From an optimization exercise on the open Yosys and OpenROAD flow, aimed at small area and a short achievable clock period; shortcuts taken in it are not production practice.
RTL that was checked went through simulation tests only; none was proved equivalent to the original.
Function not checked in run 3: the RTL went through the layout flow alone.
The flow treats the clock pin as an ideal source, which a real chip does not have.
Power and IR drop assume default switching activity.

### design.v
package frame_detector_pkg;
  localparam logic [15:0] HEADER_WORD  = 16'hE0E0;
  localparam logic [15:0] TRAILER_WORD = 16'h0E0E;
  localparam int          MAX_WORDS    = 8;
  localparam int          DATA_W       = MAX_WORDS * 16;
  localparam int          NSLOT        = 5;
  localparam logic [2:0]  P_SKIP  = 3'd0;
  localparam logic [2:0]  P_HUNT  = 3'd1;
  localparam logic [2:0]  P_HDR2  = 3'd2;
  localparam logic [2:0]  P_CHAN  = 3'd3;
  localparam logic [2:0]  P_BODY  = 3'd4;
  localparam logic [2:0]  P_CHECK = 3'd5;
endpackage
module frame_fifo #(
  parameter int NSLOT = 5
) (
  input  logic             clk_in,
  input  logic [NSLOT-1:0] i_wr_sel,    
  input  logic             i_we0,       
  input  logic             i_wer,       
  input  logic [15:0]      i_wr_data,
  input  logic             i_ch_we,
  input  logic [2:0]       i_ch,
  input  logic             i_nw_we,
  input  logic [2:0]       i_nw,
  input  logic [NSLOT-1:0] i_head_sel,  
  output logic [15:0]      o_word0,
  output logic [2:0]       o_ch,
  output logic [2:0]       o_nw,
  input  logic [NSLOT-1:0] i_tap_sel,   
  output logic [15:0]      o_tap,
  output logic [2:0]       o_tap_idx    
);
  localparam logic [2:0] PH1 = 3'b001;
  function automatic logic [2:0] ph_step(input logic [2:0] x);
    ph_step = {x[1:0], x[2] ^ x[1]};
  endfunction
  logic [15:0] r_w0   [NSLOT];
  logic [15:0] r_ring [NSLOT][7];
  logic [2:0]  r_ph   [NSLOT];
  logic [2:0]  r_ch   [NSLOT];
  logic [2:0]  r_nw   [NSLOT];
  always_ff @(posedge clk_in) begin
    for (int s = 0; s < NSLOT; s++) begin
      if (i_wr_sel[s] && i_we0) r_w0[s] <= i_wr_data;
      r_ring[s][0] <= (i_wr_sel[s] && i_wer) ? i_wr_data : r_ring[s][6];
      for (int p = 1; p < 7; p++) r_ring[s][p] <= r_ring[s][p-1];
      if (i_wr_sel[s] && i_we0) r_ph[s] <= PH1;
      else                      r_ph[s] <= ph_step(r_ph[s]);
      if (i_wr_sel[s] && i_ch_we) r_ch[s] <= i_ch;
      if (i_wr_sel[s] && i_nw_we) r_nw[s] <= i_nw;
    end
  end
  always_comb begin
    o_word0   = '0;
    o_ch      = '0;
    o_nw      = '0;
    o_tap     = '0;
    o_tap_idx = '0;
    for (int s = 0; s < NSLOT; s++) begin
      o_word0   = o_word0   | (r_w0[s]      & {16{i_head_sel[s]}});
      o_ch      = o_ch      | (r_ch[s]      & {3{i_head_sel[s]}});
      o_nw      = o_nw      | (r_nw[s]      & {3{i_head_sel[s]}});
      o_tap     = o_tap     | (r_ring[s][6] & {16{i_tap_sel[s]}});
      o_tap_idx = o_tap_idx | (r_ph[s]      & {3{i_tap_sel[s]}});
    end
  end
endmodule
module frame_detector #(
  parameter int FIFO_DEPTH = 4
) (
  input  logic        clk_in,
  input  logic        rst_n,
  input  logic [15:0] data_in,
  output logic        data_out_ch1, data_out_ch2, data_out_ch3, data_out_ch4,
  output logic        data_out_ch5, data_out_ch6, data_out_ch7, data_out_ch8,
  output logic        data_vld_ch1, data_vld_ch2, data_vld_ch3, data_vld_ch4,
  output logic        data_vld_ch5, data_vld_ch6, data_vld_ch7, data_vld_ch8,
  output logic        fifo_empty,
  output logic        fifo_full,
  output logic        crc_valid_o,
  output logic        crc_err
);
  localparam logic [15:0] HEADER_WORD  = frame_detector_pkg::HEADER_WORD;
  localparam logic [15:0] TRAILER_WORD = frame_detector_pkg::TRAILER_WORD;
  localparam int          MAX_WORDS    = frame_detector_pkg::MAX_WORDS;
  localparam int          NSLOT        = FIFO_DEPTH + 1;
  localparam logic [2:0]  P_SKIP       = frame_detector_pkg::P_SKIP;
  localparam logic [2:0]  P_HUNT       = frame_detector_pkg::P_HUNT;
  localparam logic [2:0]  P_HDR2       = frame_detector_pkg::P_HDR2;
  localparam logic [2:0]  P_CHAN       = frame_detector_pkg::P_CHAN;
  localparam logic [2:0]  P_BODY       = frame_detector_pkg::P_BODY;
  localparam logic [2:0]  P_CHECK      = frame_detector_pkg::P_CHECK;
  function automatic logic onehot4(input logic [3:0] x);
    onehot4 = ((x[0] ^ x[1]) && !(x[2] || x[3])) || ((x[2] ^ x[3]) && !(x[0] || x[1]));
  endfunction
  function automatic logic [15:0] crc16_step(input logic [15:0] crc, input logic [15:0] word);
    logic [15:0] c;
    c = crc ^ word;
    for (int i = 0; i < 16; i++) begin
      c = c[15] ? ({c[14:0], 1'b0} ^ 16'h1021) : {c[14:0], 1'b0};
    end
    crc16_step = c;
  endfunction
  localparam logic [15:0] CRC_GOOD = crc16_step(16'h0000, TRAILER_WORD);
  logic [15:0]      r_d;
  logic [2:0]       r_pstate, w_pnext;
  logic [3:0]       r_cnt;
  logic             r_prev_trl;
  logic [15:0]      r_crc;
  logic             w_hdr, w_trl, w_chan_ok, w_trailer, w_overflow, w_end, w_match;
  logic             w_push, w_pop;
  logic [2:0]       w_ch_enc;
  logic [MAX_WORDS-1:0] w_wr_word;
  always_ff @(posedge clk_in) r_d <= data_in;
  assign w_hdr      = (r_d == HEADER_WORD);
  assign w_trl      = (r_d == TRAILER_WORD);
  assign w_chan_ok  = (r_d[15:8] == 8'h00) &&
                      ((onehot4(r_d[3:0]) && (r_d[7:4] == 4'h0)) ||
                       (onehot4(r_d[7:4]) && (r_d[3:0] == 4'h0)));
  assign w_trailer  = w_trl && r_prev_trl;
  assign w_overflow = (r_cnt == 4'd10) || ((r_cnt == 4'd9) && !w_trl);
  assign w_end      = (r_pstate == P_BODY) && w_trailer && (r_cnt >= 4'd3);
  assign w_match    = (r_crc == CRC_GOOD);
  assign w_ch_enc   = {r_d[7] | r_d[6] | r_d[5] | r_d[4],
                       r_d[7] | r_d[6] | r_d[3] | r_d[2],
                       r_d[7] | r_d[5] | r_d[3] | r_d[1]};
  always_comb begin
    w_pnext = r_pstate;
    case (r_pstate)
      P_SKIP:  w_pnext = P_HUNT;
      P_HUNT:  if (w_hdr) w_pnext = P_HDR2;
      P_HDR2:  w_pnext = w_hdr ? P_CHAN : P_HUNT;
      P_CHAN:  w_pnext = w_chan_ok ? P_BODY : P_HUNT;
      P_BODY: begin
        if (w_trailer)       w_pnext = (r_cnt >= 4'd3) ? P_CHECK : P_HUNT;
        else if (w_overflow) w_pnext = P_HUNT;
      end
      P_CHECK: w_pnext = w_hdr ? P_HDR2 : P_HUNT;
      default: w_pnext = P_HUNT;
    endcase
  end
  always_ff @(posedge clk_in) begin
    if (!rst_n) r_pstate <= P_SKIP;
    else        r_pstate <= w_pnext;
  end
  always_ff @(posedge clk_in) begin
    r_cnt      <= (r_pstate == P_CHAN) ? 4'd0 : r_cnt + 4'd1;
    r_crc      <= (r_pstate == P_CHAN) ? 16'h0000 : crc16_step(r_crc, r_d);
    r_prev_trl <= w_trl;
  end
  always_comb begin
    for (int k = 0; k < MAX_WORDS; k++) w_wr_word[k] = (r_pstate == P_BODY) && (r_cnt == 4'(k));
  end
  logic [NSLOT-1:0]     r_wr_sel, r_rd_sel, w_sp;
  logic                 r_empty, r_full;
  logic                 r_crc_err;
  logic                 w_one, w_three, w_busy, w_wr_ok;
  logic [15:0]          w_word0, w_tap;
  logic [2:0]           w_rd_ch, w_rd_nw, w_tap_idx, w_want;
  logic                 r_shift;
  logic [6:0]           r_b;       
  logic [2:0]           r_nw;      
  logic [14:0]          r_sh;      
  logic [15:0]          r_pf;      
  logic                 r_prev;    
  logic [7:0]           r_vld, r_out, w_rd_dec;
  logic                 r_first;
  logic                 w_more, w_wend, w_bit;
  assign w_sp    = {r_rd_sel[0], r_rd_sel[NSLOT-1:1]};
  assign w_busy  = r_shift && (r_b[6:4] != r_nw);
  assign w_wr_ok = !(r_full && w_busy);
  frame_fifo #(.NSLOT(NSLOT)) u_fifo (
    .clk_in     (clk_in),
    .i_wr_sel   (r_wr_sel),
    .i_we0      (w_wr_word[0] && w_wr_ok),
    .i_wer      ((|w_wr_word[MAX_WORDS-1:1]) && w_wr_ok),
    .i_wr_data  (r_d),
    .i_ch_we    (r_pstate == P_CHAN),
    .i_ch       (w_ch_enc),
    .i_nw_we    (r_pstate == P_BODY),
    .i_nw       (3'(r_cnt - 4'd3)),
    .i_head_sel (r_rd_sel),
    .o_word0    (w_word0),
    .o_ch       (w_rd_ch),
    .o_nw       (w_rd_nw),
    .i_tap_sel  (w_sp),
    .o_tap      (w_tap),
    .o_tap_idx  (w_tap_idx)
  );
  assign w_push  = w_end && w_match && !r_full;
  assign w_one   = (r_wr_sel == {r_rd_sel[NSLOT-2:0], r_rd_sel[NSLOT-1]});
  assign w_three = (r_wr_sel == {r_rd_sel[NSLOT-4:0], r_rd_sel[NSLOT-1:NSLOT-3]});
  always_ff @(posedge clk_in) begin
    if (!rst_n) begin
      r_wr_sel  <= NSLOT'(1);
      r_rd_sel  <= NSLOT'(1);
      r_empty   <= 1'b1;
      r_full    <= 1'b0;
      r_crc_err <= 1'b0;
    end else begin
      if (w_push) r_wr_sel <= {r_wr_sel[NSLOT-2:0], r_wr_sel[NSLOT-1]};
      if (w_pop)  r_rd_sel <= {r_rd_sel[NSLOT-2:0], r_rd_sel[NSLOT-1]};
      if (w_push && !w_pop) begin
        r_empty <= 1'b0;
        r_full  <= w_three;
      end else if (w_pop && !w_push) begin
        r_empty <= w_one;
        r_full  <= 1'b0;
      end
      r_crc_err <= w_end && !w_match;
    end
  end
  assign w_pop    = !r_shift && !r_empty;
  assign w_wend   = (r_b[3:0] == 4'hF);
  assign w_more   = !(w_wend && (r_b[6:4] == r_nw));
  assign w_rd_dec = 8'(1) << w_rd_ch;
  assign w_bit    = w_pop ? w_word0[15] : w_wend ? r_pf[15] : r_sh[14];
  always_comb begin
    case (r_b[6:4])
      3'd0:    w_want = 3'd1;
      3'd1:    w_want = 3'd2;
      3'd2:    w_want = 3'd5;
      3'd3:    w_want = 3'd3;
      3'd4:    w_want = 3'd7;
      3'd5:    w_want = 3'd6;
      default: w_want = 3'd4;
    endcase
  end
  always_ff @(posedge clk_in) begin
    r_b    <= w_pop ? 7'd0 : r_b + 7'd1;
    r_sh   <= w_pop ? w_word0[14:0] : w_wend ? r_pf[14:0] : {r_sh[13:0], 1'b0};
    r_prev <= w_bit;
    if (w_tap_idx == w_want) r_pf <= w_tap;
    if (w_pop) r_nw <= w_rd_nw;
  end
  always_ff @(posedge clk_in) begin
    if (!rst_n) begin
      r_shift <= 1'b0;
      r_vld   <= '0;
      r_out   <= '0;
      r_first <= 1'b0;
    end else begin
      r_first <= w_pop;
      if (w_pop) begin
        r_shift <= 1'b1;
        r_vld   <= w_rd_dec;
        r_out   <= w_rd_dec & {8{w_bit}};
      end else if (r_shift && w_more) begin
        r_out   <= r_vld & {8{w_bit ^ r_prev}};
      end else begin
        r_shift <= 1'b0;
        r_vld   <= '0;
        r_out   <= '0;
      end
    end
  end
  assign fifo_empty  = r_empty;
  assign fifo_full   = r_full;
  assign crc_valid_o = r_first;
  assign crc_err     = r_crc_err;
  assign {data_vld_ch8, data_vld_ch7, data_vld_ch6, data_vld_ch5,
          data_vld_ch4, data_vld_ch3, data_vld_ch2, data_vld_ch1} = r_vld;
  assign {data_out_ch8, data_out_ch7, data_out_ch6, data_out_ch5,
          data_out_ch4, data_out_ch3, data_out_ch2, data_out_ch1} = r_out;
endmodule
### flow/run.sh
#!/bin/bash
# The standard layout (standard synthesis unchanged), with:
#  - timing repair asked for more setup slack than the clock needs, so the
#    resizer works on the paths that set the achieved period (same SDC);
#  - larger clock-sink clusters on a denser floorplan;
#  - ports buffered with buf_2 (the resizer still upsizes where timing needs).
# The make output goes to standard_finish.log; ORFS keeps each step's log
# under orfs/logs.
set -euo pipefail
bash standard.sh \
  SETUP_SLACK_MARGIN=10.4 \
  CTS_ARGS="-sink_clustering_enable -repair_clock_nets -sink_clustering_size 25 -sink_clustering_max_diameter 100 -apply_ndr half" \
  CORE_UTILIZATION=58 PLACE_DENSITY=0.75 \
  POST_CTS_TCL="$PWD/flow/post_cts.tcl" \
  BUFFER_PORTS_ARGS="-buffer_cell sky130_fd_sc_hd__buf_2" \
  finish > standard_finish.log 2>&1
### flow/post_cts.tcl
set block [ord::get_db_block]
set clk_port [expr {[info exists ::env(FLOW_CLK_PORT)] ? $::env(FLOW_CLK_PORT) : "clk_in"}]
set clk_net [$block findNet $clk_port]
set iterms [$clk_net getITerms]
if {[llength $iterms] == 1} {
  set root [[lindex $iterms 0] getInst]
  set master [[$root getMaster] getName]
  set out_net [[$root findITerm X] getNet]
  set sinks {}
  foreach it [$out_net getITerms] {
    if {[$it getInst] ne $root} { lappend sinks $it }
  }
  set ok [expr {[string match "*clkbuf*" $master] && [llength $sinks] <= 4}]
  foreach it $sinks {
    if {![string match "*clkbuf*" [[[$it getInst] getMaster] getName]]} { set ok 0 }
  }
  if {$ok} {
    puts "post_cts: removing root buffer [$root getName] ($master), port now feeds [llength $sinks] buffers"
    foreach it $sinks {
      $it disconnect
      $it connect $clk_net
    }
    odb::dbInst_destroy $root
    odb::dbNet_destroy $out_net
  } else {
    puts "post_cts: root buffer kept"
  }
}
### standard.sh
#!/bin/bash
# synth_recipe.tcl (not shown) runs the flow's synth.tcl, then flattens the netlist and writes it again
# the make line also repeats each setting of config.mk as NAME=value (left out here)
make -C /OpenROAD-flow-scripts/flow DESIGN_CONFIG=/design/flow/config.mk WORK_HOME=/design/flow/orfs CLKGATE_MAP_FILE= SYNTH_SCRIPT=/design/flow/synth_recipe.tcl "${@:-finish}"
### config.mk
export PLATFORM = sky130hd
export DESIGN_NAME = frame_detector
export DESIGN_NICKNAME = frame_detector
export VERILOG_FILES = /design/flow/design.v
export SDC_FILE = /design/flow/constraint.sdc
export NUM_CORES = 4
export LEC_CHECK = 0
export CAP_MARGIN = 20
export CORE_MARGIN = 2
export CORE_UTILIZATION = 40
export PLACE_DENSITY = 0.6
export SLEW_MARGIN = 20
### constraint.sdc
create_clock -name core_clock -period 14.0 [get_ports {clk_in}]
set_input_delay 2.8000 -clock core_clock [delete_from_list [all_inputs] [get_ports {clk_in}]]
set_output_delay 2.8000 -clock core_clock [all_outputs]
set_load 0.01 [all_outputs]
==> results of run 1 <==
## sequential cells by signal (all words and copies together), names as in the netlist, 3 cells and up
register / cells
r_crc: 16
u_fifo.r_nw: 15
u_fifo.r_w0: 80
r_nw: 3
r_vld: 8
r_pstate: 3
r_wr_sel: 5
u_fifo.r_ring: 560
u_fifo.r_ch: 15
r_sh: 15
r_b: 7
u_fifo.r_ph: 15
r_pf: 16
r_cnt: 4
r_out: 8
r_d: 16
r_rd_sel: 5
## cell usage after synthesis, types with 10 or more instances
master	count
a21oi_1	22
a222oi_1	38
a22oi_1	42
and2_1	30
and3_1	19
buf_1	10
buf_4	10
clkbuf_1	33
dfxtp_1	669
edfxtp_1	129
ha_1	14
inv_1	22
mux2_2	80
mux2i_1	20
nand2_1	67
nand3_1	10
nor2_1	26
o21ai_0	10
xnor2_1	47
xor2_1	22
## power by group through the flow
stage	Combinational (mW)	Sequential (mW)	Clock [mW]
final	0.598	2.50	1.12
after global routing	0.664	2.51	1.22
after detailed placement	0.593	2.55	0
after global placement	0.574	2.55	0
after floorplan	0.488	2.53	0
## per-stage QoR
step	util (%)	cell area, um2	setup slack [ns]	std cells
finish	64.08	23570	10.34	1930
global route	64.08	23570	10.31	1930
detailed placement	60.99	22440	10.18	1872
global placement	60.99	22440	10.25	1872
floorplan	-	21740	10.41	1401
## layout make-up
cell class | instances | area share [%]
Clock buffer | 51 | 4.103
Clock inverter | 2 | 0.07431
Inverter | 22 | 0.3503
Multi-Input combinational cell | 527 | 17.67
Sequential cell | 798 | 73.37
Tap cell | 468 | 2.484
Timing Repair Buffer | 62 | 1.953
## logic make-up after synthesis
kind of cell | Yosys count | share of synthesized area (%)
mux | 100 | 5.069
fa+ha+maj | 14 | 0.8065
compound gates | 135 | 4.752
simple gates | 203 | 5.012
buf+inv | 76 | 1.492
xor+xnor | 75 | 3.376
flops | 798 | 79.49
## metal layers
layer / up-vias / GRT usage, % / part of all wire (%)
li1: 4926 / - / -
met2: 280 / 30.84 / 46
met3: 70 / 3.022 / 5.3
met5: - / 0 / 0
met1: 5040 / 26.89 / 47
met4: 0 / 5.653 / 2.4
## worst min path at each step
stage	from	to	slack [ns]	depth (start not counted)
3_3_place_gp	u_fifo.r_ring[12][7]	u_fifo.r_ring[13][7]	0.31	0
6_report	u_fifo.r_ring[15][14]	u_fifo.r_ring[16][14]	0.32	0
5_1_grt	u_fifo.r_ring[17][14]	u_fifo.r_ring[18][14]	0.33	0
3_5_place_dp	u_fifo.r_ring[0][10]	u_fifo.r_ring[1][10]	0.31	0
2_1_floorplan	u_fifo.r_ring[9][0]	u_fifo.r_ring[10][0]	0.31	0
==> flow_summary.ini, run 1 <==
[critical_path]
slowest_stage = dfxtp_2
start_kind = register
cp-endpoint = fifo_empty
path_delay_family = flip-flops
startpoint = r_empty
path_max_fanout = 2
critPathBufInv = 1
reg2reg_from = r_b[4]
r2r_slack_ns = 10.84
r2r-end = u_fifo.r_w0[4][6]
crit_required_ns = 11.20
crit_arrival_ns = 0.86
ff2ff_path_depth = 5
crit_path_end_kind = primary output
critPathMaxStageDelay_ns = 0.37
crit_cells = 1
critical_path_class = reg -> out
crit_chain = buf_6

[floorplan]
io_pins = 38
core_area_um2 = 36790
start_util_pct = 59.05
die_x_um = 197.5
fp-row-count = 70
die_h_um = 197.5
dieArea_um2 = 39010

[cells_and_area]
multi_input_area_um2 = 4164
antenna_cells = 0
final_common_cell = dfxtp_1
final_cell_mix = 649 x dfxtp_1, 129 x edfxtp_1, 80 x mux2_2, 66 x nand2_1, 47 x xnor2_1
nets = 1479
seqCellArea_um2 = 17290
drive_gt1_share_pct = 14.98
nFillCells = 2615
area_delta_synth_final_pct = 8.520

[pwr]
pwr-share-clk_pct = 26.6
swShare_pct = 23.79
p_seq_share_pct = 59.3
vdd_drop_max_mv = 0.1134
p_int_mw = 3.215
switchingPower_mw = 1.004
power_leakage_nw = 9.093
p_per_area_nw_per_um2 = 179.0
total_power_mw = 4.219
combPwrFrac_pct = 14.2

[logic_synthesis]
yosysSeqAreaShare_pct = 79.49
yosysUniqueCellTypes = 57
synthTopCellsByArea = dfxtp_1 62%, edfxtp_1 18%, mux2_2 4.1%
yosysTopAreaCell = dfxtp_1
synth_cells = 1401
yosysWarningCount = 7
yosys_most_used_dff = dfxtp_1
syn_avg_cell_area_um2 = 15.50
async_flop_share_pct = 0
post-synth-top-area-fraction_pct = 61.66
synth_nets = 1433
synth-seq-cells = 798
synth-edff-count = 129
netlist_area_um2 = 21720

[timing]
timing.hold.ws_ns = 0.3196
slew_headroom_pct = 39.06
fin_worst_skew_ns = 0.02582
period_minus_slack_ns = 3.659
drv_slew = 0
hold_viol_final = 0
worst_slew_pin_slew_ns = 0.9013
rsz0062_at_grt = yes
setup_tns_ns = 0
fin_crit_sh_pct = 26.14
fmax_mhz = 273.3
setup_viol = 0

[global_routing]
grt_max_degree = 46
grt_use_total_pct = 19.10
grt_pass1_vias = 10297
antenna_found_initial = 0
grt_pass1_wl_um = 57370
gr-total-overflow = 0

[clocking]
cts_tree = yes
cts.clk_slew.worst_paths_ns = 0.11
insertion_delay_ns = 0.39
cts_sinks = 798

[placed_design]
port_buffers = 37
place_congestion = 0.7926
hpwlAfterDp_um = 21940

[route]
vias_per_cell = 5.345
wl_per_cell_um = 19.25
dr.pass1.iters = 7
postRouteAntennaNets = 0
drc_errors = 0
drt_iter0_drc = 765
routed_wl_um = 37150
vias = 10316

[status]
status = complete, no violations

[hold_path]
hp-class = reg -> reg

[job]
drv_cap = 0
==> run 2, diff against run 1 <==
--- a/flow/run.sh
+++ b/flow/run.sh
@@ -9,7 +9,7 @@
 set -euo pipefail
 bash standard.sh \
   SETUP_SLACK_MARGIN=10.4 \
-  CTS_ARGS="-sink_clustering_enable -repair_clock_nets -sink_clustering_size 25 -sink_clustering_max_diameter 100 -apply_ndr half" \
+  CTS_ARGS="-sink_clustering_enable -repair_clock_nets -sink_clustering_size 25 -sink_clustering_max_diameter 100 -apply_ndr full" \
   CORE_UTILIZATION=58 PLACE_DENSITY=0.75 \
   POST_CTS_TCL="$PWD/flow/post_cts.tcl" \
   BUFFER_PORTS_ARGS="-buffer_cell sky130_fd_sc_hd__buf_2" \
==> run 2 against run 1 <==
Against the previous run: still clean on timing, DRC and antenna; sequential share of layout area did not move; register-to-register slack is essentially flat; critical path depth is the same; critical path type unchanged; critical endpoint unchanged.
==> flow_summary.ini, run 2 <==
[critical_path]
crit_required_ns = 11.20
slowest_stage = dfxtp_2
crit_chain = buf_6
startpoint = r_empty
crit_arrival_ns = 0.86
path_delay_family = flip-flops
path_max_fanout = 2
critPathBufInv = 1
crit_path_end_kind = primary output
reg2reg_from = r_b[4]
critical_path_class = reg -> out
start_kind = register
critPathMaxStageDelay_ns = 0.37

[timing]
fin_crit_sh_pct = 26.14
fin_worst_skew_ns = 0.02582
timing.hold.ws_ns = 0.3196
worst_slew_pin_slew_ns = 0.9013
setup_tns_ns = 0
period_minus_slack_ns = 3.659
slew_headroom_pct = 39.06
setup_viol = 0
hold_viol_final = 0
drv_slew = 0
rsz0062_at_grt = yes
fmax_mhz = 273.3

[logic_synthesis]
yosysWarningCount = 7
synth_mux_area_share_pct = 5.069
synthTopCellsByArea = dfxtp_1 62%, edfxtp_1 18%, mux2_2 4.1%
synth_nets = 1433
yosys_most_used_dff = dfxtp_1
synthSimpleGateAreaFrac_pct = 5.012
yosysSeqAreaShare_pct = 79.49
synth-edff-count = 129
yosys-top-cells-count = 669 x dfxtp_1, 129 x edfxtp_1, 80 x mux2_2, 67 x nand2_1, 47 x xnor2_1
synthAdderAreaFrac_pct = 0.8065
synth.most_common_cell = dfxtp_1
synth-compound-area-share_pct = 4.752
netlist_area_um2 = 21720
async_flop_share_pct = 0
synth-seq-cells = 798
yosysTopAreaCell = dfxtp_1
synth_cells = 1401
synth_top_family_by_area = multiplexers
synthXorXnorAreaFrac_pct = 3.376
syn_avg_cell_area_um2 = 15.50
post-synth-top-area-fraction_pct = 61.66
yosysUniqueCellTypes = 57

[pwr]
swShare_pct = 23.79
p_int_mw = 3.215
p_per_area_nw_per_um2 = 179.0
p_seq_share_pct = 59.3
pwr-share-clk_pct = 26.6
combPwrFrac_pct = 14.2
switchingPower_mw = 1.004
vdd_drop_max_mv = 0.1134
power_leakage_nw = 9.093

[clocking]
cts_tree = yes
cts_sinks = 798
cts.clk_slew.worst_paths_ns = 0.11
insertion_delay_ns = 0.39

[global_routing]
grt_max_degree = 46
grt_pass1_vias = 10297
antenna_found_initial = 0
grt_pass1_wl_um = 57370
grt_use_total_pct = 19.10
gr-total-overflow = 0

[hold_path]
min-delay-start = u_fifo.r_ring[15][14]
hp-class = reg -> reg

[floorplan]
fp-row-count = 70
die_h_um = 197.5
core_area_um2 = 36790
dieArea_um2 = 39010
start_util_pct = 59.05
die_x_um = 197.5
io_pins = 38

[status]
status = complete, no violations

[placed_design]
hpwlAfterDp_um = 21940
port_buffers = 37
place_congestion = 0.7926
placed_cells_incl_taps = 1872

[cells_and_area]
largest_reg_flops = 560
final_cell_mix = 649 x dfxtp_1, 129 x edfxtp_1, 80 x mux2_2, 66 x nand2_1, 47 x xnor2_1
nets = 1479
drive_gt1_share_pct = 14.98
final_common_cell = dfxtp_1
top_register = u_fifo.r_ring
area_delta_synth_final_pct = 8.520
antenna_cells = 0
post-route-util_pct = 64.08
biggestRegsByFlops = u_fifo.r_ring x560, u_fifo.r_w0 x80
instances_no_fill = 1930

[route]
vias_per_cell = 5.345
wl_per_cell_um = 19.25
drc_errors = 0
dr.pass1.iters = 7
routed_wl_um = 37150
vias = 10316
postRouteAntennaNets = 0
drt_iter0_drc = 765

[job]
drv_cap = 0
[run 2: cell counts after synthesis]
No cell type changed its count.
[run 2: logic make-up (layout without fill, tap and decap cells)]
| group | Yosys count | in the layout |
|---|---|---|
| buffers and inverters | 76 | 137 |
| AO/OA/AOI/OAI | 135 | 135 |
| adder cells (fa/ha/maj) | 14 | 14 |
| XOR/XNOR | 75 | 75 |
| multiplexers | 100 | 100 |
| AND/OR/NAND/NOR | 203 | 203 |
| flip-flops | 798 | 798 |
[run 2: cell type report]
cell class / instances / area [um2]
Clock buffer: 51 / 967.2
Clock inverter: 2 / 17.52
Fill cell: 2615 / 13210
Inverter: 22 / 82.58
Multi-Input combinational cell: 527 / 4164
Sequential cell: 798 / 17290
Tap cell: 468 / 585.6
Timing Repair Buffer: 62 / 460.4
[run 2: metrics by stage]
stage | setup slack [ns] | total power [mW] | cell area [um2]
after floorplan | 10.41 | 3.020 | 21740
after global placement | 10.25 | 3.122 | 22440
after detailed placement | 10.18 | 3.145 | 22440
after global routing | 10.31 | 4.399 | 23570
final | 10.34 | 4.219 | 23570
[run 2: final timing paths]
path,slack (ns),end,cells past startpoint
worst max-delay path,10.34,fifo_empty,1
worst min-delay path,0.32,u_fifo.r_ring[16][14],0
worst max register to register,10.84,u_fifo.r_w0[4][6],5
worst min register to register,0.32,u_fifo.r_ring[16][14],0
[run 2: routing by layer]
metal / GRT usage (%) / vias up / wire, um
met3: 3.022 / 70 / 1976
met2: 30.84 / 280 / 16990
met1: 26.89 / 5040 / 17310
met5: 0 / - / 0
met4: 5.653 / 0 / 878
li1: - / 4926 / -
[run 2: power groups by stage]
| stage | combinational (mW) | clock [mW] | sequential (mW) |
|---|---|---|---|
| after global placement | 0.574 | 0 | 2.55 |
| after global routing | 0.664 | 1.22 | 2.51 |
| after floorplan | 0.488 | 0 | 2.53 |
| after detailed placement | 0.593 | 0 | 2.55 |
| final | 0.598 | 1.12 | 2.50 |
==> run 3, diff against run 2 <==
--- a/design.v
+++ b/design.v
@@ -4,12 +4,11 @@
   localparam int          MAX_WORDS    = 8;
   localparam int          DATA_W       = MAX_WORDS * 16;
   localparam int          NSLOT        = 5;
-  localparam logic [2:0]  P_SKIP  = 3'd0;
-  localparam logic [2:0]  P_HUNT  = 3'd1;
-  localparam logic [2:0]  P_HDR2  = 3'd2;
-  localparam logic [2:0]  P_CHAN  = 3'd3;
-  localparam logic [2:0]  P_BODY  = 3'd4;
-  localparam logic [2:0]  P_CHECK = 3'd5;
+  localparam logic [2:0]  P_HUNT  = 3'd0;
+  localparam logic [2:0]  P_HDR2  = 3'd1;
+  localparam logic [2:0]  P_CHAN  = 3'd2;
+  localparam logic [2:0]  P_BODY  = 3'd3;
+  localparam logic [2:0]  P_CHECK = 3'd4;
 endpackage
 module frame_fifo #(
   parameter int NSLOT = 5
@@ -85,7 +84,6 @@
   localparam logic [15:0] TRAILER_WORD = frame_detector_pkg::TRAILER_WORD;
   localparam int          MAX_WORDS    = frame_detector_pkg::MAX_WORDS;
   localparam int          NSLOT        = FIFO_DEPTH + 1;
-  localparam logic [2:0]  P_SKIP       = frame_detector_pkg::P_SKIP;
   localparam logic [2:0]  P_HUNT       = frame_detector_pkg::P_HUNT;
   localparam logic [2:0]  P_HDR2       = frame_detector_pkg::P_HDR2;
   localparam logic [2:0]  P_CHAN       = frame_detector_pkg::P_CHAN;
@@ -102,8 +100,8 @@
     end
     crc16_step = c;
   endfunction
-  localparam logic [15:0] CRC_GOOD = crc16_step(16'h0000, TRAILER_WORD);
-  logic [15:0]      r_d;
+  localparam logic [15:0] CRC_GOOD = crc16_step(crc16_step(16'h0000, TRAILER_WORD), TRAILER_WORD);
+  logic [15:0]      w_d;    
   logic [2:0]       r_pstate, w_pnext;
   logic [3:0]       r_cnt;
   logic             r_prev_trl;
@@ -112,23 +110,22 @@
   logic             w_push, w_pop;
   logic [2:0]       w_ch_enc;
   logic [MAX_WORDS-1:0] w_wr_word;
-  always_ff @(posedge clk_in) r_d <= data_in;
-  assign w_hdr      = (r_d == HEADER_WORD);
-  assign w_trl      = (r_d == TRAILER_WORD);
-  assign w_chan_ok  = (r_d[15:8] == 8'h00) &&
-                      ((onehot4(r_d[3:0]) && (r_d[7:4] == 4'h0)) ||
-                       (onehot4(r_d[7:4]) && (r_d[3:0] == 4'h0)));
+  assign w_d = data_in;
+  assign w_hdr      = (w_d == HEADER_WORD);
+  assign w_trl      = (w_d == TRAILER_WORD);
+  assign w_chan_ok  = (w_d[15:8] == 8'h00) &&
+                      ((onehot4(w_d[3:0]) && (w_d[7:4] == 4'h0)) ||
+                       (onehot4(w_d[7:4]) && (w_d[3:0] == 4'h0)));
   assign w_trailer  = w_trl && r_prev_trl;
   assign w_overflow = (r_cnt == 4'd10) || ((r_cnt == 4'd9) && !w_trl);
-  assign w_end      = (r_pstate == P_BODY) && w_trailer && (r_cnt >= 4'd3);
+  assign w_end      = (r_pstate == P_CHECK);
   assign w_match    = (r_crc == CRC_GOOD);
-  assign w_ch_enc   = {r_d[7] | r_d[6] | r_d[5] | r_d[4],
-                       r_d[7] | r_d[6] | r_d[3] | r_d[2],
-                       r_d[7] | r_d[5] | r_d[3] | r_d[1]};
+  assign w_ch_enc   = {w_d[7] | w_d[6] | w_d[5] | w_d[4],
+                       w_d[7] | w_d[6] | w_d[3] | w_d[2],
+                       w_d[7] | w_d[5] | w_d[3] | w_d[1]};
   always_comb begin
     w_pnext = r_pstate;
     case (r_pstate)
-      P_SKIP:  w_pnext = P_HUNT;
       P_HUNT:  if (w_hdr) w_pnext = P_HDR2;
       P_HDR2:  w_pnext = w_hdr ? P_CHAN : P_HUNT;
       P_CHAN:  w_pnext = w_chan_ok ? P_BODY : P_HUNT;
@@ -141,12 +138,12 @@
     endcase
   end
   always_ff @(posedge clk_in) begin
-    if (!rst_n) r_pstate <= P_SKIP;
+    if (!rst_n) r_pstate <= P_HUNT;
     else        r_pstate <= w_pnext;
   end
   always_ff @(posedge clk_in) begin
     r_cnt      <= (r_pstate == P_CHAN) ? 4'd0 : r_cnt + 4'd1;
-    r_crc      <= (r_pstate == P_CHAN) ? 16'h0000 : crc16_step(r_crc, r_d);
+    r_crc      <= (r_pstate == P_CHAN) ? 16'h0000 : crc16_step(r_crc, w_d);
     r_prev_trl <= w_trl;
   end
   always_comb begin
@@ -175,7 +172,7 @@
     .i_wr_sel   (r_wr_sel),
     .i_we0      (w_wr_word[0] && w_wr_ok),
     .i_wer      ((|w_wr_word[MAX_WORDS-1:1]) && w_wr_ok),
-    .i_wr_data  (r_d),
+    .i_wr_data  (w_d),
     .i_ch_we    (r_pstate == P_CHAN),
     .i_ch       (w_ch_enc),
     .i_nw_we    (r_pstate == P_BODY),
==> flow/run.sh (replaced) <==
#!/bin/bash
set -euo pipefail
bash standard.sh SETUP_SLACK_MARGIN=10.4 CTS_CLUSTER_SIZE=25 CTS_CLUSTER_DIAMETER=100 CORE_UTILIZATION=50 PLACE_DENSITY=0.7 POST_CTS_TCL=$PWD/flow/post_cts.tcl finish > standard_finish.log 2>&1
==> run 3 against run 2 <==
Against the previous run: sequential cell count decreased by 16; register-to-register slack gained 0.19 ns; critical path type is now in -> reg; sequential share of layout area shrank 3.8 points; die area rose by 15%; largest power group unchanged; final cell count grew 6.0%; cell area grew 3.4%; clock power about the same; worst hold slack worse by 0.0027 ns; fmax fell by 5.6%; still clean.
==> flow_summary.ini, run 3 <==
[floorplan]
die_x_um = 211.6
start_util_pct = 50.34
dieArea_um2 = 44760
fp-row-count = 76
core_area_um2 = 42790
die_h_um = 211.6
io_pins = 38

[global_routing]
use_met2_pct = 29.08
busiest_layer = met2
grt_pass1_vias = 10443
global_route.usage.met1_pct = 22.91
gr-total-overflow = 0
grt_max_degree = 46
antenna_found_initial = 0
grt_pass1_wl_um = 59330
use_met3_pct = 2.893
grt_use_total_pct = 17.29

[timing]
slew_headroom_pct = 38.97
drv_slew = 0
fin_worst_skew_ns = 0.02211
fmax_mhz = 258.0
period_minus_slack_ns = 3.876
setup_viol = 0
fin_crit_sh_pct = 27.68
worst_slew_pin_slew_ns = 0.9145
rsz0062_at_grt = yes
hold_viol_final = 0
setup_tns_ns = 0

[critical_path]
critical_path_class = in -> reg
crit_arrival_ns = 4.20
crit_required_ns = 14.32
crit_path_end_kind = register
start_kind = input pin
path_max_fanout = 5

[cells_and_area]
drive_gt1_share_pct = 19.61
final_cell_mix = 638 x dfxtp_1, 129 x edfxtp_1, 82 x mux2_2, 64 x nand2_1, 51 x a22oi_1
instances_no_fill = 2045
largest_reg_flops = 560
top_register = u_fifo.r_ring
final_area_um2 = 24380
nets = 1508
post-route-util_pct = 56.98
area_delta_synth_final_pct = 13.18
biggestRegsByFlops = u_fifo.r_ring x560, u_fifo.r_w0 x80
nFillCells = 3264
antenna_cells = 0
final_common_cell = dfxtp_1

[placed_design]
dpl_cell_area_um2 = 22590
place_congestion = 0.8434
hpwlAfterDp_um = 22080
placed_cells_incl_taps = 1937
port_buffers = 37

[pwr]
power_leakage_nw = 9.731
p_per_area_nw_per_um2 = 178.7
vdd_drop_max_mv = 0.1383

[logic_synthesis]
synth.most_common_cell = dfxtp_1
netlist_area_um2 = 21540
synthTopCellsByArea = dfxtp_1 61%, edfxtp_1 18%, mux2_2 4.3%
yosysWarningCount = 7
yosys-top-cells-count = 653 x dfxtp_1, 129 x edfxtp_1, 82 x mux2_2, 64 x nand2_1, 51 x a22oi_1
syn_avg_cell_area_um2 = 15.37
synth_cells = 1402
yosysUniqueCellTypes = 55
post-synth-top-area-fraction_pct = 60.68
synth_nets = 1434
yosys_most_used_dff = dfxtp_1
yosysTopAreaCell = dfxtp_1
synth-seq-cells = 782
yosysSeqAreaShare_pct = 78.67
async_flop_share_pct = 0
synth-edff-count = 129

[clocking]
cts_sinks = 782
cts_tree = yes
insertion_delay_ns = 0.39
cts.clk_slew.worst_paths_ns = 0.09

[hold_path]
hp-class = reg -> reg

[route]
drt_iter0_drc = 809
dr.pass1.iters = 5
postRouteAntennaNets = 0
routed_wl_um = 39360
vias_per_cell = 5.114
wl_per_cell_um = 19.25
drc_errors = 0
vias = 10458

[job]
drv_cap = 0

[status]
status = complete, no violations
==> run 3: cell count changes after synthesis, moves of 7 or more <==
| cell | before | now |
|---|---|---|
| a22oi_1 | 42 | 51 |
| buf_4 | 10 | 1 |
| nor2_1 | 26 | 45 |
| o22ai_1 | 8 | 1 |
| dfxtp_1 | 669 | 653 |
| and3_1 | 19 | 28 |
==> run 3: cell type report <==
cell class	count	area, um2	share of cell area, %
sequential	782	16970	69.60
multi-input combinational	543	4682	19.20
clock buffer	59	1030	4.224
timing repair buffer	94	904.6	3.710
tap	546	683.2	2.802
inverter	19	82.58	0.3387
clock inverter	2	28.78	0.1180
==> run 3: report_power, final <==
group | switching [mW] | internal (mW)
clock | 0.638 | 0.515
sequential | 0.0442 | 2.34
combinational | 0.350 | 0.463
==> run 3: cell families (layout without fill, tap and decap cells) <==
group	Yosys count	count (layout)	share of synthesized area [%]
buffers and inverters	77	174	1.557
muxes	101	101	5.169
DFF	782	782	78.67
xor gates and xnor gates	75	75	3.531
adders and majority gates	14	14	0.8132
AOI/OAI and AO/OA	136	136	5.036
and+or+nand+nor	217	217	5.227
==> run 3: stage by stage <==
stage	hold slack (ns)	total power [mW]	setup WS, ns
after global routing	0.3202	4.525	10.06
after floorplan	0.3096	2.875	9.838
after detailed placement	0.3121	2.960	8.850
after global placement	0.3095	2.941	8.935
final	0.3169	4.356	10.12
==> run 3: layer usage <==
layer	share of wire, %	up-vias	wire [um]
met4	2.8	0	1107
met3	5.2	69	2058
met5	0	-	0
met2	47	251	18590
li1	-	5001	-
met1	45	5137	17600
==> run 3: path summary, 6_finish.rpt <==
check	startpoint	endpoint	slack, ns	cells past startpoint
max	data_in[12]	r_pstate[1]	10.12	8
min	u_fifo.r_ring[11][5]	u_fifo.r_ring[12][5]	0.32	0
max reg2reg	r_rd_sel[1]	r_pf[8]	11.03	6
min reg2reg	u_fifo.r_ring[11][5]	u_fifo.r_ring[12][5]	0.32	0
==> run 3: worst max-delay path, cell delays in order <==
cell      delay, ns
buf_6          0.09
buf_8          0.13
buf_12         0.13
nor4_4         0.17
and3_4         0.24
and4bb_2       0.23
a211o_1        0.25
a31oi_1        0.16
==> run 4, diff against run 3 <==
--- a/design.v
+++ b/design.v
@@ -4,11 +4,12 @@
   localparam int          MAX_WORDS    = 8;
   localparam int          DATA_W       = MAX_WORDS * 16;
   localparam int          NSLOT        = 5;
-  localparam logic [2:0]  P_HUNT  = 3'd0;
-  localparam logic [2:0]  P_HDR2  = 3'd1;
-  localparam logic [2:0]  P_CHAN  = 3'd2;
-  localparam logic [2:0]  P_BODY  = 3'd3;
-  localparam logic [2:0]  P_CHECK = 3'd4;
+  localparam logic [2:0]  P_SKIP  = 3'd0;
+  localparam logic [2:0]  P_HUNT  = 3'd1;
+  localparam logic [2:0]  P_HDR2  = 3'd2;
+  localparam logic [2:0]  P_CHAN  = 3'd3;
+  localparam logic [2:0]  P_BODY  = 3'd4;
+  localparam logic [2:0]  P_CHECK = 3'd5;
 endpackage
 module frame_fifo #(
   parameter int NSLOT = 5
@@ -84,6 +85,7 @@
   localparam logic [15:0] TRAILER_WORD = frame_detector_pkg::TRAILER_WORD;
   localparam int          MAX_WORDS    = frame_detector_pkg::MAX_WORDS;
   localparam int          NSLOT        = FIFO_DEPTH + 1;
+  localparam logic [2:0]  P_SKIP       = frame_detector_pkg::P_SKIP;
   localparam logic [2:0]  P_HUNT       = frame_detector_pkg::P_HUNT;
   localparam logic [2:0]  P_HDR2       = frame_detector_pkg::P_HDR2;
   localparam logic [2:0]  P_CHAN       = frame_detector_pkg::P_CHAN;
@@ -100,8 +102,8 @@
     end
     crc16_step = c;
   endfunction
-  localparam logic [15:0] CRC_GOOD = crc16_step(crc16_step(16'h0000, TRAILER_WORD), TRAILER_WORD);
-  logic [15:0]      w_d;    
+  localparam logic [15:0] CRC_GOOD = crc16_step(16'h0000, TRAILER_WORD);
+  logic [15:0]      r_d;
   logic [2:0]       r_pstate, w_pnext;
   logic [3:0]       r_cnt;
   logic             r_prev_trl;
@@ -110,22 +112,23 @@
   logic             w_push, w_pop;
   logic [2:0]       w_ch_enc;
   logic [MAX_WORDS-1:0] w_wr_word;
-  assign w_d = data_in;
-  assign w_hdr      = (w_d == HEADER_WORD);
-  assign w_trl      = (w_d == TRAILER_WORD);
-  assign w_chan_ok  = (w_d[15:8] == 8'h00) &&
-                      ((onehot4(w_d[3:0]) && (w_d[7:4] == 4'h0)) ||
-                       (onehot4(w_d[7:4]) && (w_d[3:0] == 4'h0)));
+  always_ff @(posedge clk_in) r_d <= data_in;
+  assign w_hdr      = (r_d == HEADER_WORD);
+  assign w_trl      = (r_d == TRAILER_WORD);
+  assign w_chan_ok  = (r_d[15:8] == 8'h00) &&
+                      ((onehot4(r_d[3:0]) && (r_d[7:4] == 4'h0)) ||
+                       (onehot4(r_d[7:4]) && (r_d[3:0] == 4'h0)));
   assign w_trailer  = w_trl && r_prev_trl;
   assign w_overflow = (r_cnt == 4'd10) || ((r_cnt == 4'd9) && !w_trl);
-  assign w_end      = (r_pstate == P_CHECK);
+  assign w_end      = (r_pstate == P_BODY) && w_trailer && (r_cnt >= 4'd3);
   assign w_match    = (r_crc == CRC_GOOD);
-  assign w_ch_enc   = {w_d[7] | w_d[6] | w_d[5] | w_d[4],
-                       w_d[7] | w_d[6] | w_d[3] | w_d[2],
-                       w_d[7] | w_d[5] | w_d[3] | w_d[1]};
+  assign w_ch_enc   = {r_d[7] | r_d[6] | r_d[5] | r_d[4],
+                       r_d[7] | r_d[6] | r_d[3] | r_d[2],
+                       r_d[7] | r_d[5] | r_d[3] | r_d[1]};
   always_comb begin
     w_pnext = r_pstate;
     case (r_pstate)
+      P_SKIP:  w_pnext = P_HUNT;
       P_HUNT:  if (w_hdr) w_pnext = P_HDR2;
       P_HDR2:  w_pnext = w_hdr ? P_CHAN : P_HUNT;
       P_CHAN:  w_pnext = w_chan_ok ? P_BODY : P_HUNT;
@@ -138,12 +141,12 @@
     endcase
   end
   always_ff @(posedge clk_in) begin
-    if (!rst_n) r_pstate <= P_HUNT;
+    if (!rst_n) r_pstate <= P_SKIP;
     else        r_pstate <= w_pnext;
   end
   always_ff @(posedge clk_in) begin
     r_cnt      <= (r_pstate == P_CHAN) ? 4'd0 : r_cnt + 4'd1;
-    r_crc      <= (r_pstate == P_CHAN) ? 16'h0000 : crc16_step(r_crc, w_d);
+    r_crc      <= (r_pstate == P_CHAN) ? 16'h0000 : crc16_step(r_crc, r_d);
     r_prev_trl <= w_trl;
   end
   always_comb begin
@@ -172,7 +175,7 @@
     .i_wr_sel   (r_wr_sel),
     .i_we0      (w_wr_word[0] && w_wr_ok),
     .i_wer      ((|w_wr_word[MAX_WORDS-1:1]) && w_wr_ok),
-    .i_wr_data  (w_d),
+    .i_wr_data  (r_d),
     .i_ch_we    (r_pstate == P_CHAN),
     .i_ch       (w_ch_enc),
     .i_nw_we    (r_pstate == P_BODY),
==> flow/run.sh (replaced) <==
#!/bin/bash
# The standard layout (standard synthesis unchanged), with:
#  - timing repair asked for more setup slack than the clock needs, so the
#    resizer works on the paths that set the achieved period (same SDC);
#  - larger clock-sink clusters on a denser floorplan;
#  - ports buffered with buf_2 (the resizer still upsizes where timing needs).
# The make output goes to standard_finish.log; ORFS keeps each step's log
# under orfs/logs.
set -euo pipefail
bash standard.sh \
  SETUP_SLACK_MARGIN=10.4 \
  CTS_CLUSTER_SIZE=25 CTS_CLUSTER_DIAMETER=100 \
  CORE_UTILIZATION=58 PLACE_DENSITY=0.75 \
  POST_CTS_TCL="$PWD/flow/post_cts.tcl" \
  BUFFER_PORTS_ARGS="-buffer_cell sky130_fd_sc_hd__buf_2" \
  finish > standard_finish.log 2>&1
==> flow/post_cts.tcl (replaced) <==
# After CTS:
# 2. If then every clock path is port -> first-level buffer -> leaf buffer ->
#    register, turn both levels of clkbuf_16 into clkinv_16: two inversions
#    keep the clock's polarity with less delay. Then legalize placement.
set block [ord::get_db_block]
set clk_port [expr {[info exists ::env(FLOW_CLK_PORT)] ? $::env(FLOW_CLK_PORT) : "clk_in"}]
set clk_net [$block findNet $clk_port]

proc is_clkbuf {inst} { string match "sky130_fd_sc_hd__clkbuf_*" [[$inst getMaster] getName] }
proc out_net {inst} {
  foreach it [$inst getITerms] {
    if {[$it isOutputSignal]} { return [$it getNet] }
  }
  return ""
}
proc loads {net drv} {
  set r {}
  foreach it [$net getITerms] {
    if {[$it getInst] ne $drv && [$it isInputSignal]} { lappend r $it }
  }
  return $r
}

set iterms [$clk_net getITerms]
if {[llength $iterms] == 1} {
  set root [[lindex $iterms 0] getInst]
  set onet [out_net $root]
  set sinks [loads $onet $root]
  set ok [expr {[is_clkbuf $root] && [llength $sinks] <= 4}]
  foreach it $sinks { if {![is_clkbuf [$it getInst]]} { set ok 0 } }
  if {$ok} {
    puts "post_cts: removing root buffer [$root getName], port now feeds [llength $sinks] buffers"
    foreach it $sinks { $it disconnect; $it connect $clk_net }
    odb::dbInst_destroy $root
    odb::dbNet_destroy $onet
  } else {
    puts "post_cts: root buffer kept"
  }
}

# classify the clock tree
set l1 {}
set leaves {}
set ok 1
foreach it [$clk_net getITerms] {
  set inst [$it getInst]
  if {![is_clkbuf $inst]} { set ok 0; break }
  lappend l1 $inst
}
if {$ok && [llength $l1] > 4} { set ok 0 }
if {$ok} {
  foreach b $l1 {
    set n [out_net $b]
    foreach it [loads $n $b] {
      set inst [$it getInst]
      set m [[$inst getMaster] getName]
      if {$m eq "sky130_fd_sc_hd__clkbuf_1" && [out_net $inst] eq ""} { continue } ;# dummy load
      if {$m ne "sky130_fd_sc_hd__clkbuf_16"} { set ok 0; break }
      lappend leaves $inst
    }
  }
}
if {$ok} {
  foreach b $leaves {
    set n [out_net $b]
    foreach it [loads $n $b] {
      set inst [$it getInst]
      set m [[$inst getMaster] getName]
      if {$m eq "sky130_fd_sc_hd__clkbuf_1" && [out_net $inst] eq ""} { continue }
      if {![string match "sky130_fd_sc_hd__df*" $m] && ![string match "sky130_fd_sc_hd__edf*" $m]} { set ok 0; break }
    }
  }
}
foreach b $l1 { if {[[$b getMaster] getName] ne "sky130_fd_sc_hd__clkbuf_16"} { set ok 0 } }
if {$ok} {
  set inv [[ord::get_db] findMaster sky130_fd_sc_hd__clkinv_16]
  foreach b [concat $l1 $leaves] { $b swapMaster $inv }
  puts "post_cts: [llength $l1] first-level and [llength $leaves] leaf clock buffers made inverters"
  detailed_placement
  check_placement -verbose
} else {
  puts "post_cts: clock tree left as buffers"
}
==> run 4 against run 3 <==
Against the previous run: sequential power increased by 5%; first-iteration DRC count shrank 5.4%; clock skew rose by 0.0037 ns; setup slack better by 0.22 ns; via count down 1.4%; register-to-register slack got worse by 0.19 ns; wire length down 5.6%; synthesized area is 0.83% higher; worst hold slack improved by 0.0027 ns; core utilization is 7.1 points higher; highest routed layer unchanged.
==> flow_summary.ini, run 4 <==
[route]
drt_iter0_drc = 765
vias = 10316
routed_wl_um = 37150
wl_per_cell_um = 19.25
dr.pass1.iters = 7
vias_per_cell = 5.345
drc_errors = 0
postRouteAntennaNets = 0

[pwr]
switchingPower_mw = 1.004
combPwrFrac_pct = 14.2
pwr-share-clk_pct = 26.6
p_int_mw = 3.215
vdd_drop_max_mv = 0.1134
total_power_mw = 4.219
power_leakage_nw = 9.093
swShare_pct = 23.79
p_seq_share_pct = 59.3
p_per_area_nw_per_um2 = 179.0

[timing]
drv_slew = 0
period_minus_slack_ns = 3.659
rsz0062_at_grt = yes
worst_slew_pin_slew_ns = 0.9013
hold_viol_final = 0
setup_tns_ns = 0
fin_worst_skew_ns = 0.02582
slew_headroom_pct = 39.06
fin_crit_sh_pct = 26.14
fmax_mhz = 273.3
setup_viol = 0

[cells_and_area]
final_cell_mix = 649 x dfxtp_1, 129 x edfxtp_1, 80 x mux2_2, 66 x nand2_1, 47 x xnor2_1
nFillCells = 2615
largest_reg_flops = 560
seqCellArea_um2 = 17290
antenna_cells = 0
drive_gt1_share_pct = 14.98
final_common_cell = dfxtp_1
multi_input_area_um2 = 4164
nets = 1479
biggestRegsByFlops = u_fifo.r_ring x560, u_fifo.r_w0 x80
top_register = u_fifo.r_ring
area_delta_synth_final_pct = 8.520

[critical_path]
critPathBufInv = 1
critical_path_class = reg -> out
crit_path_end_kind = primary output
path_delay_family = flip-flops
slowest_stage = dfxtp_2
start_kind = register
crit_required_ns = 11.20
critPathMaxStageDelay_ns = 0.37
crit_chain = buf_6
path_max_fanout = 2
crit_arrival_ns = 0.86

[hold_path]
hp-class = reg -> reg

[job]
drv_cap = 0

[logic_synthesis]
yosys_most_used_dff = dfxtp_1
yosysSeqAreaShare_pct = 79.49
synth-edff-count = 129
synth_cells = 1401
synth.most_common_cell = dfxtp_1
yosysTopAreaCell = dfxtp_1
netlist_area_um2 = 21720
synth-seq-cells = 798
synthTopCellsByArea = dfxtp_1 62%, edfxtp_1 18%, mux2_2 4.1%
syn_avg_cell_area_um2 = 15.50
yosysWarningCount = 7
yosysUniqueCellTypes = 57
synth_nets = 1433
async_flop_share_pct = 0
yosys-top-cells-count = 669 x dfxtp_1, 129 x edfxtp_1, 80 x mux2_2, 67 x nand2_1, 47 x xnor2_1
post-synth-top-area-fraction_pct = 61.66

[global_routing]
grt_max_degree = 46
gr-total-overflow = 0
grt_pass1_wl_um = 57370
grt_pass1_vias = 10297
grt_use_total_pct = 19.10
antenna_found_initial = 0

[clocking]
cts_sinks = 798
cts_tree = yes
insertion_delay_ns = 0.39
cts.clk_slew.worst_paths_ns = 0.11

[status]
status = complete, no violations

[floorplan]
die_x_um = 197.5
fp-row-count = 70
die_h_um = 197.5
core_area_um2 = 36790
dieArea_um2 = 39010
io_pins = 38
start_util_pct = 59.05

[placed_design]
port_buffers = 37
place_congestion = 0.7926
hpwlAfterDp_um = 21940
-- run 4: changes by cell type after synthesis, sizes merged, moves of 4 or more --
cell / previous run / this run
and2: 24 / 30
clkbuf: 39 / 33
and4: 6 / 2
nor2: 45 / 30
a22o: 8 / 2
o21ai: 5 / 10
a22oi: 51 / 42
and3: 28 / 20
nor2b: 4 / 0
nand2b: 0 / 4
nor3: 2 / 7
dfxtp: 653 / 669
o22ai: 1 / 8
-- run 4: area by class of cell --
| class | instances | share of cell area (%) |
|---|---|---|
| flip-flops and latches | 798 | 73.37 |
| multi-input cells | 527 | 17.67 |
| clock buffers | 51 | 4.103 |
| well taps | 468 | 2.484 |
| repair buffers | 62 | 1.953 |
| inverters | 22 | 0.3503 |
| clock inverters | 2 | 0.07431 |
-- run 4: power by group through the flow --
| stage | sequential [mW] | combinational, mW | clock (mW) |
|---|---|---|---|
| 6_report | 2.50 | 0.598 | 1.12 |
| 5_1_grt | 2.51 | 0.664 | 1.22 |
| 3_5_place_dp | 2.55 | 0.593 | 0 |
| 3_3_place_gp | 2.55 | 0.574 | 0 |
| 2_1_floorplan | 2.53 | 0.488 | 0 |
-- run 4: path summary, 6_finish.rpt --
kind / start / to / slack [ns] / cells after the start
worst max-delay path: r_empty / fifo_empty / 10.34 / 1
worst min-delay path: u_fifo.r_ring[15][14] / u_fifo.r_ring[16][14] / 0.32 / 0
worst max register to register: r_b[4] / u_fifo.r_w0[4][6] / 10.84 / 5
worst min register to register: u_fifo.r_ring[15][14] / u_fifo.r_ring[16][14] / 0.32 / 0
-- run 4: per-stage QoR --
step / worst slack [ns] / std cells / hold WS [ns] / instance area, um2 / utilization (%)
2_1_floorplan: 10.41 / 1401 / 0.3096 / 21740 / -
3_3_place_gp: 10.25 / 1872 / 0.3097 / 22440 / 60.99
3_5_place_dp: 10.18 / 1872 / 0.3121 / 22440 / 60.99
5_1_grt: 10.31 / 1930 / 0.3258 / 23570 / 64.08
6_report: 10.34 / 1930 / 0.3196 / 23570 / 64.08
-- run 4: worst reg2reg max path: cells and delay by family, from the launching register on --
kind | cells | cell delay, ns
compound gates | 1 | 0.23
xor+xnor | 1 | 0.24
buf+inv | 1 | 0.67
flops | 1 | 0.56
simple gates | 2 | 1.08
-- run 4: per-layer routing --
metal  track usage [%]  part of all wire [%]  up-vias
li1                  -                     -     4926
met1             26.89                    47     5040
met2             30.84                    46      280
met3             3.022                   5.3       70
met4             5.653                   2.4        0
met5                 0                     0        -
-- run 4: kinds of logic (layout without fill, tap and decap cells) --
logic type,Yosys count,count (layout),synth area share [%]
multiplexers,100,100,5.069
AO/OA/AOI/OAI,135,135,4.752
flip-flops,798,798,79.49
buffers and inverters,76,137,1.492
adder cells (fa/ha/maj),14,14,0.8065
XOR/XNOR,75,75,3.376
AND/OR/NAND/NOR,203,203,5.012
==> run 5, diff against run 4 <==
--- a/flow/post_cts.tcl
+++ b/flow/post_cts.tcl
@@ -9,7 +9,11 @@
 proc is_clkbuf {inst} { string match "sky130_fd_sc_hd__clkbuf_*" [[$inst getMaster] getName] }
 proc out_net {inst} {
   foreach it [$inst getITerms] {
-    if {[$it isOutputSignal]} { return [$it getNet] }
+    if {[$it isOutputSignal]} {
+      set n [$it getNet]
+      if {$n eq "NULL"} { return "" }
+      return $n
+    }
   }
   return ""
 }
@@ -54,7 +58,7 @@
     foreach it [loads $n $b] {
       set inst [$it getInst]
       set m [[$inst getMaster] getName]
-      if {$m eq "sky130_fd_sc_hd__clkbuf_1" && [out_net $inst] eq ""} { continue } ;# dummy load
+      if {[out_net $inst] eq ""} { continue } ;# dummy load
       if {$m ne "sky130_fd_sc_hd__clkbuf_16"} { set ok 0; break }
       lappend leaves $inst
     }
@@ -66,7 +70,7 @@
     foreach it [loads $n $b] {
       set inst [$it getInst]
       set m [[$inst getMaster] getName]
-      if {$m eq "sky130_fd_sc_hd__clkbuf_1" && [out_net $inst] eq ""} { continue }
+      if {[out_net $inst] eq ""} { continue }
       if {![string match "sky130_fd_sc_hd__df*" $m] && ![string match "sky130_fd_sc_hd__edf*" $m]} { set ok 0; break }
     }
   }
==> run 5 against run 4 <==
Against the previous run: still clean on timing, DRC and antenna; fmax did not move; core utilization did not move; clock-buffer cell count did not move; combinational power barely moved; sequential share of layout area did not move; setup slack did not move; synthesized cell count did not move; first-iteration DRC count did not move; wire length did not move; critical path type unchanged; highest routed layer unchanged.
==> flow_summary.ini, run 5 <==
[hold_path]
hp-class = reg -> reg
min-delay-start = u_fifo.r_ring[15][14]
hold_path_end = u_fifo.r_ring[16][14]
hold_depth = 0

[logic_synthesis]
synth_cells = 1401
synthXorXnorAreaFrac_pct = 3.376
synth-seq-cells = 798
post-synth-top-area-fraction_pct = 61.66
synth_nets = 1433
yosys_most_used_dff = dfxtp_1
syn_avg_cell_area_um2 = 15.50
yosysWarningCount = 7
synth.most_common_cell = dfxtp_1
yosysTopAreaCell = dfxtp_1
yosys-top-cells-count = 669 x dfxtp_1, 129 x edfxtp_1, 80 x mux2_2, 67 x nand2_1, 47 x xnor2_1
synth_mux_area_share_pct = 5.069
async_flop_share_pct = 0
yosysUniqueCellTypes = 57
synth-edff-count = 129
synthSimpleGateAreaFrac_pct = 5.012
synth-compound-area-share_pct = 4.752
synthTopCellsByArea = dfxtp_1 62%, edfxtp_1 18%, mux2_2 4.1%
synthAdderAreaFrac_pct = 0.8065
yosysSeqAreaShare_pct = 79.49
netlist_area_um2 = 21720
synth_top_family_by_area = multiplexers

[timing]
fmax_mhz = 273.3
worst_slew_pin_slew_ns = 0.9013
setup_viol = 0
period_minus_slack_ns = 3.659
rsz0062_at_grt = yes
fin_worst_skew_ns = 0.02582
slew_headroom_pct = 39.06
timing.hold.ws_ns = 0.3196
setup_tns_ns = 0
fin_crit_sh_pct = 26.14
drv_slew = 0
hold_viol_final = 0

[floorplan]
dieArea_um2 = 39010
start_util_pct = 59.05
io_pins = 38
die_h_um = 197.5
fp-row-count = 70
core_area_um2 = 36790
die_x_um = 197.5

[critical_path]
start_kind = register
r2r_slack_ns = 10.84
critical_path_class = reg -> out
r2r-end = u_fifo.r_w0[4][6]
critPathMaxStageDelay_ns = 0.37
critPathBufInv = 1
crit_chain = buf_6
path_max_fanout = 2
path_delay_family = flip-flops
crit_arrival_ns = 0.86
reg2reg_from = r_b[4]
ff2ff_path_depth = 5
slowest_stage = dfxtp_2
crit_required_ns = 11.20
crit_path_end_kind = primary output

[cells_and_area]
area_delta_synth_final_pct = 8.520
nets = 1479
largest_reg_flops = 560
biggestRegsByFlops = u_fifo.r_ring x560, u_fifo.r_w0 x80
final_common_cell = dfxtp_1
antenna_cells = 0
drive_gt1_share_pct = 14.98
final_cell_mix = 649 x dfxtp_1, 129 x edfxtp_1, 80 x mux2_2, 66 x nand2_1, 47 x xnor2_1
top_register = u_fifo.r_ring

[pwr]
p_seq_share_pct = 59.3
p_int_mw = 3.215
power_leakage_nw = 9.093
combPwrFrac_pct = 14.2
switchingPower_mw = 1.004
vdd_drop_max_mv = 0.1134
p_per_area_nw_per_um2 = 179.0
pwr-share-clk_pct = 26.6
swShare_pct = 23.79

[global_routing]
antenna_found_initial = 0
grt_max_degree = 46
grt_use_total_pct = 19.10
grt_pass1_vias = 10297
gr-total-overflow = 0
grt_pass1_wl_um = 57370

[placed_design]
port_buffers = 37
hpwlAfterDp_um = 21940
place_congestion = 0.7926

[job]
drv_cap = 0

[route]
met3WireLength_um = 1976
drt-met1-wl_um = 17310
dr.pass1.iters = 7
drt_iter0_drc = 765
vias = 10316
drc_errors = 0
routed_wl_um = 37150
postRouteAntennaNets = 0
vias_per_cell = 5.345
wl_per_cell_um = 19.25
highest_layer = met4
dr_wl_met2_um = 16990

[clocking]
cts_tree = yes
cts.clk_slew.worst_paths_ns = 0.11
insertion_delay_ns = 0.39
cts_sinks = 798

[status]
status = complete, no violations
-- run 5: cell counts after synthesis --
Identical to the previous run, type by type.
-- run 5: layout make-up --
cell class,instances,area [um2]
well taps,468,585.6
fillers,2615,13210
clock buffers,51,967.2
flip-flops and latches,798,17290
repair buffers,62,460.4
inverters,22,82.58
clock inverters,2,17.52
multi-input cells,527,4164
-- run 5: layer usage --
layer | up-vias | track usage, %
met5 | - | 0
met4 | 0 | 5.653
met3 | 70 | 3.022
met2 | 280 | 30.84
met1 | 5040 | 26.89
li1 | 4926 | -
-- run 5: power by group through the flow --
| stage | Clock (mW) | Combinational (mW) | Sequential, mW |
|---|---|---|---|
| floorplan | 0 | 0.488 | 2.53 |
| global placement | 0 | 0.574 | 2.55 |
| detailed placement | 0 | 0.593 | 2.55 |
| global route | 1.22 | 0.664 | 2.51 |
| finish | 1.12 | 0.598 | 2.50 |
-- run 5: kinds of logic (layout without fill, tap and decap cells) --
group	count (synthesis)	after routing
buffers and inverters	76	137
DFF	798	798
xor gates and xnor gates	75	75
AOI/OAI and AO/OA	135	135
and+or+nand+nor	203	203
muxes	100	100
adders and majority gates	14	14
-- run 5: stage by stage --
step / power [mW] / setup WS, ns / instances / utilization, % / instance area (um2)
after floorplan: 3.020 / 10.41 / 1401 / - / 21740
after global placement: 3.122 / 10.25 / 1872 / 60.99 / 22440
after detailed placement: 3.145 / 10.18 / 1872 / 60.99 / 22440
after global routing: 4.399 / 10.31 / 1930 / 64.08 / 23570
final: 4.219 / 10.34 / 1930 / 64.08 / 23570
-- run 5: worst max path at each step --
stage	end	slack, ns	cells after the start	from
after global placement	r_pstate[1]	10.25	4	rst_n
after global routing	fifo_empty	10.31	1	r_empty
final	fifo_empty	10.34	1	r_empty
after floorplan	r_out[1]	10.41	5	rst_n
after detailed placement	r_out[2]	10.18	5	rst_n

[what the ideal ports hide]
The results above use ideal ports. As a check the final layouts listed here were re-extracted and re-timed, cells and wires unchanged.
Step 1 assumes that a clkbuf_16 drives the clock port and a buf_2 every other input.
Step 2, shift: input delay + t, output delay - t, t = (earliest + latest rising clock arrival at the registers) / 2. This alone moves slack from input paths to output paths.
Three values: ideal, step 1, step 2; two values: the first two.
run | t, ns | setup slack, ns | slew at the worst register clock pin (ns)
run 1 | 0.483 | 10.341 / 10.237 / 10.153 | 0.11 / 0.11
run 2 | 0.483 | 10.341 / 10.237 / 10.153 | 0.11 / 0.11
run 3 | 0.478 | 10.124 / 10.184 / 9.707 | 0.10 / 0.10
run 4 | 0.483 | 10.341 / 10.237 / 10.153 | 0.11 / 0.11
run 5 | 0.483 | 10.341 / 10.237 / 10.153 | 0.11 / 0.11
After both steps setup and hold are still met in every run listed. For run 3, which loses most, drivers alone change the setup slack by +0.060 ns; drivers and shift together by -0.417 ns.
